What follows belongs to an exercise in optimizing a design on an open flow for small area and a short achievable clock period; a production flow would make more cautious choices. Where RTL was checked, it was by simulation tests only, not by an equivalence proof against the original. The RTL of run 1 was laid out without a check of its function. Power and IR drop assume default switching activity.

==> flow/design.v (outline; a module is shown in full before it is edited, if it fits) <==
// module ioAddrDecoder: 232 lines
// module ioErrDecode: 7 lines
// module gAnd: 10 lines
// module gAoi21: 8 lines
// module gOai21: 8 lines
// module gXor2: 9 lines
// module clintGeq64: 511 lines
// module clintEq64: 187 lines
// module clintInc64: 349 lines
// module ioReadMux: 34 lines
// module clintMtipNext: 19 lines
// module plicNext: 66 lines
// module ioPlatformTop: 194 lines
module ioPlatformTop #(
  parameter int NumHarts = 2,
  parameter int NumIrqs  = 8
) (
  input  logic                clk_i,
  input  logic                arstN_i,
  input  logic                reqValid_i,
  input  logic                reqWrite_i,
  input  ioPlatformPkg::ioAddrT              reqAddr_i,
  input  ioPlatformPkg::ioDataT              reqWdata_i,
  input  logic                uartIrq_i,
  input  logic                sdIrq_i,
  output logic                rspValid_o,
  output ioPlatformPkg::ioDataT              rspData_o,
  output logic                rspErr_o,
  output logic [NumHarts-1:0] msip_o,
  output logic [NumHarts-1:0] mtip_o,
  output logic [NumHarts-1:0] extIrq_o
);
  // ...
==> flow/flow/run.sh <==
#!/bin/bash
# Standard ORFS layout (the standard.sh, standard synthesis unchanged) with
# these layout choices changed:
#  - after synthesis every combinational cell is set to its smallest drive
#    strength (flow/downsize.tcl); the repair steps upsize where timing needs it
#  - port buffers are plain buf_2 cells instead of the delay cell buffer_ports
#    picks
#  - repair_timing aims for a setup margin near the period this design reaches
# make's full output goes to flow_make.log; ORFS keeps each step's log under
# orfs/logs.
set -euo pipefail
here=$(pwd)
bash standard.sh \
  SETUP_SLACK_MARGIN=9.1 \
  "BUFFER_PORTS_ARGS=-buffer_cell sky130_fd_sc_hd__buf_2" \
  POST_SYNTH_TCL="$here/flow/downsize.tcl" \
  finish > flow_make.log 2>&1
==> flow/flow/downsize.tcl <==
# Sets every combinational cell of the synthesized netlist to the smallest
# drive strength of its function (same cell name up to the _N suffix), so
# that the later repair steps upsize only where timing asks for it.
set n 0
foreach inst [get_cells *] {
  set master [get_property $inst ref_name]
  if { ![regexp {^(sky130_fd_sc_hd__([a-z0-9]+))_([0-9]+)$} $master -> base kind size] } {
    continue
  }
  # flip-flops keep the cell synthesis gave them; tie cells stay as they are
  if { [regexp {^(df|edf|sdf|sedf|dl|conb|clk|probe|lpflow|tap|fill|decap|diode)} $kind] } {
    continue
  }
  set best ""
  set bestArea 1e9
  foreach lc [get_lib_cells */${base}_*] {
    set name [get_property $lc name]
    if { ![regexp "^${base}_\[0-9\]+\$" $name] } { continue }
    if { [get_property $lc dont_use] } { continue }
    set area [get_property $lc area]
    if { $area < $bestArea } {
      set bestArea $area
      set best $lc
    }
  }
  if { $best ne "" && [get_property $best name] ne $master } {
    replace_cell $inst $best
    incr n
  }
}
puts "downsize: $n cells set to their smallest drive strength"
==> flow/standard.sh <==
#!/bin/bash
# synth_recipe.tcl (not shown) runs the flow's synth.tcl, then flattens the netlist and writes it again
# the make line also repeats each setting of config.mk as NAME=value (left out here)
make -C /OpenROAD-flow-scripts/flow DESIGN_CONFIG=/design/flow/config.mk WORK_HOME=/design/flow/orfs CLKGATE_MAP_FILE= SYNTH_SCRIPT=/design/flow/synth_recipe.tcl "${@:-finish}"
==> flow/config.mk <==
export PLATFORM = sky130hd
export DESIGN_NAME = ioPlatformTop
export DESIGN_NICKNAME = ioPlatformTop
export VERILOG_FILES = /design/flow/design.v
export SDC_FILE = /design/flow/constraint.sdc
export NUM_CORES = 4
export LEC_CHECK = 0
export CAP_MARGIN = 20
export CORE_MARGIN = 2
export CORE_UTILIZATION = 40
export CTS_BUF_LIST = sky130_fd_sc_hd__clkbuf_4 sky130_fd_sc_hd__clkbuf_8
export SLEW_MARGIN = 20
export SYNTH_HIERARCHICAL = 1
export TNS_END_PERCENT = 0
==> flow/constraint.sdc <==
create_clock -name core_clock -period 13.0 [get_ports {clk_i}]
set_input_delay 2.6000 -clock core_clock [delete_from_list [all_inputs] [get_ports {clk_i}]]
set_output_delay 2.6000 -clock core_clock [all_outputs]
set_load 0.01 [all_outputs]
==> metrics.cfg, run 1 <==
[min_path]
worstHoldStart=en0Q[6]$_DFFE_PN0N_
hold_path_depth=1
min_to=en0Q[6]$_DFFE_PN0N_

[die]
start_util_pct=40.5
die_x_um=224
die_area_um2=50000
die_height_um=224

[route]
routedWlPerCell_um=19.9
topRoutingLayerUsed=met5

[worst_setup_path]
cpMostUsedCell=nand4_1
cp_cell_sequence=buf_2, nor2b_4, nand4_1, buf_4, nor2_4, nand3_1, inv_1, nor2_1, nor3_1, nand4_1, or4_4, o32a_1
timing.rr.start=mtimeQ[8]$_DFF_PN0_
critPathSlowestCell=or4_4
endpoint_kind=flip-flop

[status]
status=timing/DRC/antenna clean

[finish]
finalNonFillerCells=2979
fin_area_um2=22800
antennaDiodeCount=3
layout_common_cells=251 x a21oi_1, 247 x nor2b_1, 196 x nand2b_1, 169 x buf_2, 141 x xnor2_1
layout_commonest_cell=a21oi_1
seq_cell_count=313

[cts]
clk_latency_ns=0.67
clk_pin_slew_ns=0.06

[pwr]
p_comb_w=0.000131
p_sw_w=0.000536
p_sw_share_pct=24.4
power_leader=the clock network

[placement]
dp_hpwl_mm=42.2
preCtsSetupSlack_ns=7.52

[sta]
post-route-min-period_ns=4.18
skew_ns=0.0397

[global_route]
grt-ovfl-total=0

==> module plicNext, before the edit <==
module plicNext (
  input  logic [18:0] wr_i,
  input  logic [18:0] rd_i,
  input  logic [63:0] w_i,
  input  logic [2:1]  lines_i,
  input  logic [2:1]  pend_i,
  input  logic [2:1]  infl_i,
  input  logic [2:0]  prio1_i,
  input  logic [2:0]  prio2_i,
  input  logic [7:0]  en0_i,
  input  logic [7:0]  en1_i,
  input  logic [2:0]  thr0_i,
  input  logic [2:0]  thr1_i,
  output logic [2:1]  pend_o,
  output logic [2:1]  infl_o,
  output logic [1:0]  ext_o,
  output logic [1:0]  best0_o,
  output logic [1:0]  best1_o
);
  function automatic logic gt3(logic [2:0] x, logic [2:0] y);
    logic [2:0] g, l;
    g = x & ~y;
    l = ~x & y;
    gt3 = g[2] | (~l[2] & (g[1] | (~l[1] & g[0])));
  endfunction
  logic [2:0] prio [1:2];
  assign prio[1] = prio1_i;
  assign prio[2] = prio2_i;
  logic cand01, cand02, cand11, cand12, p2gt1;
  assign cand01 = pend_i[1] && en0_i[1] && prio1_i != 3'd0;
  assign cand02 = pend_i[2] && en0_i[2] && prio2_i != 3'd0;
  assign cand11 = pend_i[1] && en1_i[1] && prio1_i != 3'd0;
  assign cand12 = pend_i[2] && en1_i[2] && prio2_i != 3'd0;
  assign p2gt1  = gt3(prio2_i, prio1_i);
  assign best0_o = (cand02 && (!cand01 || p2gt1)) ? 2'd2 : cand01 ? 2'd1 : 2'd0;
  assign best1_o = (cand12 && (!cand11 || p2gt1)) ? 2'd2 : cand11 ? 2'd1 : 2'd0;
  logic [2:1] claim, complete, cplVal;
  logic       wLow;
  assign wLow      = w_i[63:3] == 61'h0;
  assign cplVal[1] = wLow && w_i[2:0] == 3'd1;
  assign cplVal[2] = wLow && w_i[2:0] == 3'd2;
  assign claim[1]    = (rd_i[17] && best0_o == 2'd1) || (rd_i[18] && best1_o == 2'd1);
  assign claim[2]    = (rd_i[17] && best0_o == 2'd2) || (rd_i[18] && best1_o == 2'd2);
  assign complete[1] = (wr_i[17] || wr_i[18]) && cplVal[1];
  assign complete[2] = (wr_i[17] || wr_i[18]) && cplVal[2];
  assign pend_o = (pend_i | (lines_i & ~infl_i)) & ~claim;
  assign infl_o = (infl_i | claim) & ~complete;
  logic [2:1] term0, term1;
  always_comb begin
    for (int s = 1; s <= 2; s++) begin
      if (wr_i[4 + s]) begin
        term0[s] = en0_i[s] && gt3(w_i[2:0], thr0_i);
        term1[s] = en1_i[s] && gt3(w_i[2:0], thr1_i);
      end else begin
        term0[s] = wr_i[13] ? (w_i[s] && gt3(prio[s], thr0_i)) :
                   wr_i[15] ? (en0_i[s] && gt3(prio[s], w_i[2:0])) :
                              (en0_i[s] && gt3(prio[s], thr0_i));
        term1[s] = wr_i[14] ? (w_i[s] && gt3(prio[s], thr1_i)) :
                   wr_i[16] ? (en1_i[s] && gt3(prio[s], w_i[2:0])) :
                              (en1_i[s] && gt3(prio[s], thr1_i));
      end
    end
  end
  assign ext_o[0] = (pend_o[1] && term0[1]) || (pend_o[2] && term0[2]);
  assign ext_o[1] = (pend_o[1] && term1[1]) || (pend_o[2] && term1[2]);
endmodule
==> run 2: changes to the inputs <==
--- a/flow/design.v
+++ b/flow/design.v
@@ -260,4 +260,96 @@
   assign err_o = valid_i && addr_i[31:16] != 16'h1140 && addr_i[31:22] != 10'h044;
 endmodule
+module plicWideZero (
+  input  logic [63:0] w_i,
+  output logic        anyN_o
+);
+  logic n1;
+  gAnd #(.N(2), .INV(2'b11), .NEG(1'b0)) g1 (.x_i({w_i[4], w_i[3]}), .y_o(n1));
+  logic n2;
+  gAnd #(.N(2), .INV(2'b11), .NEG(1'b0)) g2 (.x_i({w_i[6], w_i[5]}), .y_o(n2));
+  logic n3;
+  gAnd #(.N(2), .INV(2'b11), .NEG(1'b0)) g3 (.x_i({w_i[8], w_i[7]}), .y_o(n3));
+  logic n4;
+  gAnd #(.N(2), .INV(2'b11), .NEG(1'b0)) g4 (.x_i({w_i[10], w_i[9]}), .y_o(n4));
+  logic n5;
+  gAnd #(.N(2), .INV(2'b11), .NEG(1'b0)) g5 (.x_i({w_i[12], w_i[11]}), .y_o(n5));
+  logic n6;
+  gAnd #(.N(2), .INV(2'b11), .NEG(1'b0)) g6 (.x_i({w_i[14], w_i[13]}), .y_o(n6));
+  logic n7;
+  gAnd #(.N(2), .INV(2'b11), .NEG(1'b0)) g7 (.x_i({w_i[16], w_i[15]}), .y_o(n7));
+  logic n8;
+  gAnd #(.N(2), .INV(2'b11), .NEG(1'b0)) g8 (.x_i({w_i[18], w_i[17]}), .y_o(n8));
+  logic n9;
+  gAnd #(.N(2), .INV(2'b11), .NEG(1'b0)) g9 (.x_i({w_i[20], w_i[19]}), .y_o(n9));
+  logic n10;
+  gAnd #(.N(2), .INV(2'b11), .NEG(1'b0)) g10 (.x_i({w_i[22], w_i[21]}), .y_o(n10));
+  logic n11;
+  gAnd #(.N(2), .INV(2'b11), .NEG(1'b0)) g11 (.x_i({w_i[24], w_i[23]}), .y_o(n11));
+  logic n12;
+  gAnd #(.N(2), .INV(2'b11), .NEG(1'b0)) g12 (.x_i({w_i[26], w_i[25]}), .y_o(n12));
+  logic n13;
+  gAnd #(.N(2), .INV(2'b11), .NEG(1'b0)) g13 (.x_i({w_i[28], w_i[27]}), .y_o(n13));
+  logic n14;
+  gAnd #(.N(2), .INV(2'b11), .NEG(1'b0)) g14 (.x_i({w_i[30], w_i[29]}), .y_o(n14));
+  logic n15;
+  gAnd #(.N(2), .INV(2'b11), .NEG(1'b0)) g15 (.x_i({w_i[32], w_i[31]}), .y_o(n15));
+  logic n16;
+  gAnd #(.N(2), .INV(2'b11), .NEG(1'b0)) g16 (.x_i({w_i[34], w_i[33]}), .y_o(n16));
+  logic n17;
+  gAnd #(.N(2), .INV(2'b11), .NEG(1'b0)) g17 (.x_i({w_i[36], w_i[35]}), .y_o(n17));
+  logic n18;
+  gAnd #(.N(2), .INV(2'b11), .NEG(1'b0)) g18 (.x_i({w_i[38], w_i[37]}), .y_o(n18));
+  logic n19;
+  gAnd #(.N(2), .INV(2'b11), .NEG(1'b0)) g19 (.x_i({w_i[40], w_i[39]}), .y_o(n19));
+  logic n20;
+  gAnd #(.N(2), .INV(2'b11), .NEG(1'b0)) g20 (.x_i({w_i[42], w_i[41]}), .y_o(n20));
+  logic n21;
+  gAnd #(.N(2), .INV(2'b11), .NEG(1'b0)) g21 (.x_i({w_i[44], w_i[43]}), .y_o(n21));
+  logic n22;
+  gAnd #(.N(2), .INV(2'b11), .NEG(1'b0)) g22 (.x_i({w_i[46], w_i[45]}), .y_o(n22));
+  logic n23;
+  gAnd #(.N(2), .INV(2'b11), .NEG(1'b0)) g23 (.x_i({w_i[48], w_i[47]}), .y_o(n23));
+  logic n24;
+  gAnd #(.N(2), .INV(2'b11), .NEG(1'b0)) g24 (.x_i({w_i[50], w_i[49]}), .y_o(n24));
+  logic n25;
+  gAnd #(.N(2), .INV(2'b11), .NEG(1'b0)) g25 (.x_i({w_i[52], w_i[51]}), .y_o(n25));
+  logic n26;
+  gAnd #(.N(2), .INV(2'b11), .NEG(1'b0)) g26 (.x_i({w_i[54], w_i[53]}), .y_o(n26));
+  logic n27;
+  gAnd #(.N(2), .INV(2'b11), .NEG(1'b0)) g27 (.x_i({w_i[56], w_i[55]}), .y_o(n27));
+  logic n28;
+  gAnd #(.N(2), .INV(2'b11), .NEG(1'b0)) g28 (.x_i({w_i[58], w_i[57]}), .y_o(n28));
+  logic n29;
+  gAnd #(.N(2), .INV(2'b11), .NEG(1'b0)) g29 (.x_i({w_i[60], w_i[59]}), .y_o(n29));
+  logic n30;
+  gAnd #(.N(2), .INV(2'b11), .NEG(1'b0)) g30 (.x_i({w_i[62], w_i[61]}), .y_o(n30));
+  logic n31;
+  gAnd #(.N(1), .INV(1'b1), .NEG(1'b0)) g31 (.x_i({w_i[63]}), .y_o(n31));
+  logic n32;
+  gAnd #(.N(4), .INV(4'b0000), .NEG(1'b1)) g32 (.x_i({n4, n3, n2, n1}), .y_o(n32));
+  logic n33;
+  gAnd #(.N(4), .INV(4'b0000), .NEG(1'b1)) g33 (.x_i({n8, n7, n6, n5}), .y_o(n33));
+  logic n34;
+  gAnd #(.N(4), .INV(4'b0000), .NEG(1'b1)) g34 (.x_i({n12, n11, n10, n9}), .y_o(n34));
+  logic n35;
+  gAnd #(.N(4), .INV(4'b0000), .NEG(1'b1)) g35 (.x_i({n16, n15, n14, n13}), .y_o(n35));
+  logic n36;
+  gAnd #(.N(4), .INV(4'b0000), .NEG(1'b1)) g36 (.x_i({n20, n19, n18, n17}), .y_o(n36));
+  logic n37;
+  gAnd #(.N(4), .INV(4'b0000), .NEG(1'b1)) g37 (.x_i({n24, n23, n22, n21}), .y_o(n37));
+  logic n38;
+  gAnd #(.N(4), .INV(4'b0000), .NEG(1'b1)) g38 (.x_i({n28, n27, n26, n25}), .y_o(n38));
+  logic n39;
+  gAnd #(.N(3), .INV(3'b000), .NEG(1'b1)) g39 (.x_i({n31, n30, n29}), .y_o(n39));
+  logic n40;
+  gAnd #(.N(2), .INV(2'b11), .NEG(1'b0)) g40 (.x_i({n33, n32}), .y_o(n40));
+  logic n41;
+  gAnd #(.N(2), .INV(2'b11), .NEG(1'b0)) g41 (.x_i({n35, n34}), .y_o(n41));
+  logic n42;
+  gAnd #(.N(2), .INV(2'b11), .NEG(1'b0)) g42 (.x_i({n37, n36}), .y_o(n42));
+  logic n43;
+  gAnd #(.N(2), .INV(2'b11), .NEG(1'b0)) g43 (.x_i({n39, n38}), .y_o(n43));
+  gAnd #(.N(4), .INV(4'b0000), .NEG(1'b1)) g44 (.x_i({n43, n42, n41, n40}), .y_o(anyN_o));
+endmodule
 module gAnd #(
   parameter int           N   = 2,
@@ -1432,6 +1524,7 @@
   assign best1_o = (cand12 && (!cand11 || p2gt1)) ? 2'd2 : cand11 ? 2'd1 : 2'd0;
   logic [2:1] claim, complete, cplVal;
-  logic       wLow;
-  assign wLow      = w_i[63:3] == 61'h0;
+  logic       wLow, wAnyN;
+  plicWideZero wideZero (.w_i(w_i), .anyN_o(wAnyN));
+  assign wLow      = !wAnyN;
   assign cplVal[1] = wLow && w_i[2:0] == 3'd1;
   assign cplVal[2] = wLow && w_i[2:0] == 3'd2;
--- a/flow/flow/downsize.tcl
+++ b/flow/flow/downsize.tcl
@@ -19,5 +19,7 @@
     if { [get_property $lc dont_use] } { continue }
     set area [get_property $lc area]
-    if { $area < $bestArea } {
+    # among cells of the same area, keep the strongest
+    if { $area < $bestArea - 1e-3 || ($area < $bestArea + 1e-3 && $best ne ""
+         && [get_property $lc name] > [get_property $best name]) } {
       set bestArea $area
       set best $lc
==> run 2 against run 1 <==
Still clean. Synthesized cell count increased by 1.3%. Utilization up 0.38 points. Clock power about the same. Via count down 0.24%. Final cell count up 0.87%. Critical endpoint is now extQ[0]$_DFF_PN0_. Largest power group unchanged. Highest routed layer is now met4.
==> metrics.cfg, run 2 <==
[route]
drt_iter0_drc=1501
routedWlPerCell_um=19.5  ; -2.0%
vias_per_cell=5.60
drc_errors=0
wl_mm=58.6
drt_pass1_iterations=7
ant_nets=0
via_count=16818

[die]
start_util_pct=40.5  ; +0.044 points
core_um2=47700
die_x_um=224  ; +0.16%
die_height_um=224  ; +0.16%
rows=80
die_area_um2=50100  ; +0.31%
io_pins=174

[pwr]
leakagePower_nw=9.26
combPwrFrac_pct=6.2
power_frac_seq_pct=46.2
ir_worst_vdd_mv=0.0682
p_sw_share_pct=24.4  ; about the same
p_int_w=0.00168
p_sw_w=0.000543  ; +1.2%
clkPwrFrac_pct=47.7
p_per_area_nw_per_um2=96.6

[finish]
regArea_um2=8160
multiInputGateArea_um2=11100
final_net_count=2439
fin_area_um2=23000  ; +1.0%
layout_commonest_cell=a21oi_1
drive_gt1_share_pct=26.9
area_growth_pct=19.0
layout_common_cells=248 x a21oi_1, 245 x nor2b_1, 199 x nand2b_1, 166 x buf_2, 141 x xnor2_1
num-fill-cells=4523
final_core_util_pct=48.2

[worst_setup_path]
crit_buf_inv=3
path_delay_family=simple AND/OR/NAND/NOR gates
path_class=primary input to flip-flop
critPathSlowestCell=or3b_4
crit_path_start_kind=primary input
crit_fanout=10
crit_arrival_ns=4.43
max_stage_delay_ns=0.39
endpoint_kind=flip-flop
cp.required_ns=13.57
cp_cell_sequence=buf_2, nor2b_1, nand4_1, buf_6, nor2_4, nand3_4, inv_2, or3b_4, a221oi_2, o221ai_1, o221a_2, o32ai_2

[sta]
fin_tns_setup_ns=0
skew_ns=0.0426  ; +0.00285 ns
relSlewSlack_pct=36.2
setup-violations-final=0
hold_viol_final=0
rsz0062_at_grt=yes
max_freq_ghz=0.259
post-route-min-period_ns=3.86  ; -0.315 ns
fin_crit_sh_pct=29.7
maxSlewViolCount=0
worst_slew_pin_slew_ns=0.956

[min_path]
worst_hold_path_type=flip-flop to flip-flop

[synthesis]
syn_nets=2203
yosysWarnings=15
syn_area_um2=19300
synth_cells=2101
synth_area_per_cell_um2=9.21

[cts]
cts_num_sinks=313
clk_pin_slew_ns=0.06  ; about the same
holdBufCountCts=0
cts_tree=built
cts_htree_levels=2
cts_root_buffer=clkbuf_8
clk_latency_ns=0.67  ; about the same
cts_buffer_depth=3
numCtsBuffers=57

[placement]
numPortBuffers=173
postPlaceCellArea_um2=21000
dp_hpwl_mm=41.7  ; -1.0%
gp_congestion=0.905

[job]
cap_viol_max_count=0

[global_route]
first_global_vias=16783
grt-ovfl-total=0  ; unchanged
grt_pass1_wl_mm=91.4
track_usage_pct=23.1
grt_max_degree=71
antenna_found_initial=4

[status]
status=timing/DRC/antenna clean

-- run 2: cell types whose count changed in the layout (fill, tap and decap cells not counted), sizes merged, moves of 4 or more --
cell,previous run,this run
inv,120,127
nand4,79,83
nor4,15,0
nor3b,6,2
clkbuf,87,82
nor2,96,128
-- run 2: stage by stage --
step                      hold WS [ns]  instances  power, W  worst slack (ns)
after global routing             0.527       3005   0.00232              9.05
after CTS                        0.496       2982   0.00225              8.99
after global placement           0.483       2864   0.00117              7.60
final                            0.499       3005   0.00222              9.14
after floorplan                  0.450       2101   0.00111              8.51
after detailed placement         0.477       2864   0.00118              7.52
-- run 2: worst min-delay path, stage by stage (launching register included) --
cell	delay (ns)
dfrtp_1	0.34
a222oi_1	0.06
nand2_1	0.07
-- run 2: path summary, 6_finish.rpt --
kind,slack (ns),depth (start not counted),from,end
hold / removal,0.50,2,en1Q[3]$_DFFE_PN0N_,rdQ[3]$_DFF_P_
setup / recovery,9.14,12,reqAddr_i[28],extQ[0]$_DFF_PN0_
min in group asynchronous,1.90,1,arstN_i,en0Q[6]$_DFFE_PN0N_
hold reg to reg,0.50,2,en1Q[3]$_DFFE_PN0N_,rdQ[3]$_DFF_P_
max in group asynchronous,9.70,2,arstN_i,mtimeQ[0]$_DFF_PN0_
setup reg to reg,9.24,18,mtimeQ[0]$_DFF_PN0_,mtipNQ[1]$_DFF_PN0_
-- run 2: layer usage --
| layer | wire (µm) | global-route usage (%) | vias up |
|---|---|---|---|
| met5 | 0 | 0 | - |
| met4 | 2150 | 10.9 | 0 |
| met3 | 3240 | 3.27 | 131 |
| met2 | 28400 | 39.2 | 535 |
| met1 | 24900 | 29.1 | 8149 |
| li1 | - | - | 8003 |
-- run 2: final cells by class --
cell class | instances | share of cell area, %
inverters | 126 | 2.09
clock buffers | 79 | 4.37
diodes | 4 | 0.0435
multi-input cells | 1625 | 48.1
clock inverters | 29 | 1.27
well taps | 615 | 3.34
flip-flops and latches | 313 | 35.4
repair buffers | 214 | 5.41
-- run 2: power by group through the flow --
stage / registers, W / logic (W) / clock network, W
final: 0.00103 / 0.000137 / 0.00106
after global routing: 0.00103 / 0.000152 / 0.00114
after CTS: 0.00103 / 0.000133 / 0.00109
after detailed placement: 0.00105 / 0.000131 / 0
after global placement: 0.00105 / 0.000127 / 0
after floorplan: 0.00105 / 0.0000631 / 0
-- run 2: what timing repair did --
item / 4_1_cts / 5_1_grt
setup endpoints to repair: 262 / 250
pin swaps: 6 / 25
setup buffers: 10 / 19
resized for setup: 44 / 59

what the ideal ports hide:
The results above use ideal ports. As a check the final layouts listed here were re-extracted and re-timed, cells and wires unchanged. Step 1: set_driving_cell puts a clkbuf_16 on clk_i and a buf_2 on each other input, an assumption about the parent block. Step 2 also shifts input and output timing later by t, the mid clock arrival at the registers, as if the neighbouring blocks saw the same clock. a / b / c = no drivers / after step 1 / after step 2; a / b = the first two.
| run | shift t [ns] | setup WS [ns] | worst hold slack (ns) | slew at the worst register clock pin (ns) |
|---|---|---|---|---|
| run 1 | 0.702 | 8.825 / 8.852 / 8.151 | 0.496 / 0.496 / 0.496 | 0.07 / 0.07 |
| run 2 | 0.698 | 9.140 / 9.096 / 8.442 | 0.499 / 0.499 / 0.499 | 0.07 / 0.07 |
After both steps setup and hold are still met in every run listed. For run 2, which loses most, drivers alone change the setup slack by -0.044 ns; drivers and shift together by -0.698 ns.
